Context: an optimization exercise on an open-source flow, tuned for small area, a short achievable clock period and few clock cycles. The choices shown serve that exercise and are no tape-out recipe.
At most, simulation tests tie the RTL to the original design; equivalence was not proved.
Power figures rest on the tool's default switching activity, not on a simulated workload.

## the baseline
==> module fm_search_top, before the edit <==
module fm_search_top (
    input  logic              clk,
    input  logic              arst_n_i,
    input  logic [36:0]       load_i,        
    input  logic              req_i,
    input  logic [4:0]        read_len_i,    
    output logic              ack_o,
    output logic [26:0]       result_o       
);
    localparam int PW = fm_index_pkg::POS_W;
    fm_index_pkg::load_t load;
    assign load = fm_index_pkg::load_t'(load_i);
    logic run_q;     
    logic ack_q;     
    logic ph_q;      
    logic start;
    logic busy;
    assign busy  = run_q | ack_q;
    assign start = req_i & ~busy;
    logic load_ok;
    assign load_ok = load.valid & ~busy;
    logic [4*PW-1:0] occ_q [64];
    logic [PW-1:0]   c_tab [4];
    logic [1:0]      rb_q  [16];
    for (genvar r = 0; r < 64; r++) begin : g_occ
        always_ff @(posedge clk) begin
            if (load_ok && load.tgt == fm_index_pkg::TGT_OCC && load.addr == 6'(r))
                occ_q[r] <= load.data;
        end
    end
    for (genvar c = 0; c < 4; c++) begin : g_c
        always_ff @(posedge clk) begin
            if (load_ok && load.tgt == fm_index_pkg::TGT_C && load.addr[1:0] == 2'(c))
                c_tab[c] <= load.data[PW-1:0];
        end
    end
    for (genvar i = 0; i < 16; i++) begin : g_rb
        always_ff @(posedge clk) begin
            if (load_ok && load.tgt == fm_index_pkg::TGT_READ && load.addr[3:0] == 4'(i))
                rb_q[i] <= load.data[1:0];
        end
    end
    logic [1:0] rb_m1 [16];
    for (genvar x = 0; x < 16; x++) begin : g_rbv
        assign rb_m1[x] = rb_q[(x + 15) % 16];
    end
    function automatic logic [11:0] predecode(input logic [5:0] x, input logic zero);
        logic [11:0] pd;
        for (int g = 0; g < 3; g++) begin
            for (int v = 0; v < 4; v++) begin
                pd[4*g + v] = (x[2*g +: 2] == 2'(v)) & ~(g == 0 && zero);
            end
        end
        predecode = pd;
    endfunction
    function automatic logic [63:0] rowsel_pd(input logic [11:0] pd);
        logic [63:0] rs;
        for (int r = 0; r < 64; r++) begin
            rs[r] = pd[(r + 1) % 4] & pd[4 + ((r + 1) / 4) % 4] & pd[8 + ((r + 1) % 64) / 16];
        end
        rowsel_pd = rs;
    endfunction
    function automatic logic [63:0] rowsel(input logic [5:0] x, input logic zero);
        logic [63:0] rs;
        for (int r = 0; r < 64; r++) begin
            rs[r] = (x == 6'((r + 1) % 64)) & ~zero;
        end
        rowsel = rs;
    endfunction
    logic [1:0]      c_q;        
    logic [3:0]      i_q;        
    logic [63:0]     rs_q;       
    logic [4*PW-1:0] row_q;      
    logic [PW-1:0]   ok_q;       
    logic            ck_q;       
    logic [PW-1:0]   k_q, l_q, count_q;
    logic            found_q;
    logic [4:0]      steps_q;
    logic [4*PW-1:0] m_row;
    always_comb begin
        m_row = '0;
        for (int r = 0; r < 64; r++) begin
            if (rs_q[r]) m_row = m_row | occ_q[r];
        end
    end
    logic [PW:0]   s_j  [4];    
    logic          e_j  [4];    
    logic [PW-1:0] n_j  [4];    
    logic [11:0]   p_j  [4];    
    for (genvar j = 0; j < 4; j++) begin : g_a
        logic [PW-1:0] cnt;
        assign cnt    = row_q[j*PW +: PW];
        assign s_j[j] = {1'b0, c_tab[j]} + {1'b0, cnt};
        logic gt, le;
        assign gt     = (cnt > ~c_tab[j]);
        assign le     = (cnt <= ok_q);
        assign e_j[j] = ck_q ? (gt & le) : (gt | le);
        assign n_j[j] = e_j[j] ? '0 : PW'(cnt - ok_q);
        logic [1:0] g0, g1, g2;
        logic       cy1, cy2;
        logic [2:0] t0;
        logic [4:0] t1;
        assign t0  = {1'b0, c_tab[j][1:0]} + {1'b0, cnt[1:0]};
        assign t1  = {1'b0, c_tab[j][3:0]} + {1'b0, cnt[3:0]};
        assign cy1 = t0[2];
        assign cy2 = t1[4];
        assign g0  = t0[1:0];
        assign g1  = cy1 ? c_tab[j][3:2] + cnt[3:2] + 2'd1 : c_tab[j][3:2] + cnt[3:2];
        assign g2  = cy2 ? c_tab[j][5:4] + cnt[5:4] + 2'd1 : c_tab[j][5:4] + cnt[5:4];
        assign p_j[j] = predecode({g2, g1, g0}, ph_q && cnt == PW'(-c_tab[j]));
    end
    logic [PW:0]   sum;
    logic          empty;
    logic          done;
    assign sum   = s_j[c_q];
    assign empty = e_j[c_q];
    assign done  = empty | (i_q == '0);
    logic [11:0]   pd_c [4];
    for (genvar j = 0; j < 4; j++) begin : g_pdc
        assign pd_c[j] = predecode(c_tab[j][5:0], c_tab[j] == '0);
    end
    logic [1:0]    c1;    
    logic [PW-1:0] k1;
    assign c1 = rb_m1[read_len_i[3:0]];
    assign k1 = c_tab[c1];
    always_ff @(posedge clk) begin
        row_q <= m_row;
        if (start)      rs_q <= rowsel_pd(pd_c[c1]);
        else if (run_q) rs_q <= rowsel_pd(p_j[c_q]);
        else            rs_q <= rowsel(6'd0, 1'b0);
    end
    always_ff @(posedge clk) begin
        if (start) begin
            c_q     <= c1;
            i_q     <= read_len_i[3:0] - 4'd1;
            k_q     <= k1;
            ok_q    <= '0;
            ck_q    <= 1'b0;
            steps_q <= '0;
        end else if (run_q) begin
            if (ph_q) begin
                k_q  <= sum[PW-1:0];
                ok_q <= row_q[c_q*PW +: PW];
                ck_q <= sum[PW];
            end else begin
                l_q     <= sum[PW-1:0];
                found_q <= ~empty;
                count_q <= n_j[c_q];
                steps_q <= steps_q + 1'b1;
                c_q     <= rb_m1[i_q];
                i_q     <= i_q - 1'b1;
            end
        end
    end
    always_ff @(posedge clk or negedge arst_n_i) begin
        if (!arst_n_i) begin
            run_q <= 1'b0;
            ack_q <= 1'b0;
            ph_q  <= 1'b0;
        end else begin
            if (start) begin
                run_q <= 1'b1;
                ph_q  <= 1'b0;
            end else if (run_q) begin
                ph_q <= ~ph_q;
                if (!ph_q && done) begin
                    run_q <= 1'b0;
                    ack_q <= 1'b1;
                end
            end else if (ack_q && !req_i) begin
                ack_q <= 1'b0;
            end
        end
    end
    fm_index_pkg::result_t result;
    assign result.k     = k_q;
    assign result.l     = l_q;
    assign result.found = found_q;
    assign result.count = count_q;
    assign result.steps = steps_q;
    assign result_o = result;
    assign ack_o    = ack_q;
endmodule
Settings: LEC_CHECK=0, CAP_MARGIN=20, CORE_MARGIN=2, CORE_UTILIZATION=35, CTS_BUF_LIST=sky130_fd_sc_hd__clkbuf_8, SETUP_SLACK_MARGIN=2.8, SLEW_MARGIN=20; clock period 5.5 ns.
run.sh (not shown) runs the stock make flow with config.mk's settings and CLKGATE_MAP_FILE= SYNTH_SCRIPT=/design/flow/synth_recipe.tcl, a recipe that flattens the netlist after the stock synthesis.
The baseline reached the final stage; the timing, DRC and antenna checks on its layout passed.
Relative to the baseline, the following input files were edited for the candidate:
-- flow/design.v --
<<< the baseline, line 136
    logic          e_j  [4];    
    logic [PW-1:0] n_j  [4];    
    logic [11:0]   p_j  [4];    
    for (genvar j = 0; j < 4; j++) begin : g_a
        logic [PW-1:0] cnt;
        assign cnt    = row_q[j*PW +: PW];
        assign s_j[j] = {1'b0, c_tab[j]} + {1'b0, cnt};
        logic gt, le;
        assign gt     = (cnt > ~c_tab[j]);
        assign le     = (cnt <= ok_q);
        assign e_j[j] = ck_q ? (gt & le) : (gt | le);
        assign n_j[j] = e_j[j] ? '0 : PW'(cnt - ok_q);
        logic [1:0] g0, g1, g2;
        logic       cy1, cy2;
        logic [2:0] t0;
        logic [4:0] t1;
        assign t0  = {1'b0, c_tab[j][1:0]} + {1'b0, cnt[1:0]};
        assign t1  = {1'b0, c_tab[j][3:0]} + {1'b0, cnt[3:0]};
        assign cy1 = t0[2];
        assign cy2 = t1[4];
        assign g0  = t0[1:0];
        assign g1  = cy1 ? c_tab[j][3:2] + cnt[3:2] + 2'd1 : c_tab[j][3:2] + cnt[3:2];
        assign g2  = cy2 ? c_tab[j][5:4] + cnt[5:4] + 2'd1 : c_tab[j][5:4] + cnt[5:4];
        assign p_j[j] = predecode({g2, g1, g0}, ph_q && cnt == PW'(-c_tab[j]));
    end
    logic [PW:0]   sum;
>>> the candidate, line 136
    logic          e_j  [4];    
    logic [PW-1:0] n_j  [4];    
    for (genvar j = 0; j < 4; j++) begin : g_a
        logic [PW-1:0] cnt;
        assign cnt    = row_q[j*PW +: PW];
        assign s_j[j] = {1'b0, c_tab[j]} + {1'b0, cnt};
        assign e_j[j] = (ck_q == s_j[j][PW]) ? (ok_q >= cnt) : s_j[j][PW];
        assign n_j[j] = e_j[j] ? '0 : PW'(cnt - ok_q);
    end
    logic [PW:0]   sum;
<<< the baseline, line 176
        row_q <= m_row;
        if (start)      rs_q <= rowsel_pd(pd_c[c1]);
        else if (run_q) rs_q <= rowsel_pd(p_j[c_q]);
        else            rs_q <= rowsel(6'd0, 1'b0);
    end
>>> the candidate, line 160
        row_q <= m_row;
        if (start)      rs_q <= rowsel_pd(pd_c[c1]);
        else if (run_q) rs_q <= rowsel(sum[5:0], ph_q && sum[PW-1:0] == '0);
        else            rs_q <= rowsel(6'd0, 1'b0);
    end
--- outcome ---
- Sort the candidate and the baseline by initial antenna violation count, ascending, and the candidate comes first.
- Setup slack: the candidate vs the baseline up 88 ps
- NOTE power the baseline->the candidate decreased by a few percent
- The candidate does worse than the baseline on worst-case hold slack.
- Changes observed in the candidate relative to the baseline: met2 track demand over resource now smaller; first-pass GRT wire length now smaller; clock tree buffer count of the final layout now larger; vertical die dimension now smaller; maximum clock frequency now larger.
Testbench counts of the candidate, summed over its fixed seeds: cycles 29,897.
The RTL of the baseline was laid out without a check of its function.

[separate check: timing with driven ports]
No port has a modelled driver above. Below, the same layouts with a new extraction and two added sets of constraints.
Step 1 sets driving cells, clkbuf_16 on the clock port and buf_2 on the other inputs (assumed; they add their load-dependent delay and slew).
Step 2 also shifts input and output timing later by t, the mid clock arrival at the registers, as if the neighbouring blocks saw the same clock.
Three values: ideal, step 1, step 2; two values: the first two.
run	shift t [ns]	setup WS [ns]	cell pins on the clock port's net
the baseline	1.095	2.620 / 2.620 / 1.620	1
the candidate	1.116	2.708 / 2.653 / 1.688	1
After both steps setup and hold are still met in every run listed. The setup slack of the candidate, which loses most, moves by -0.055 ns with the drivers and by -1.020 ns with both steps.
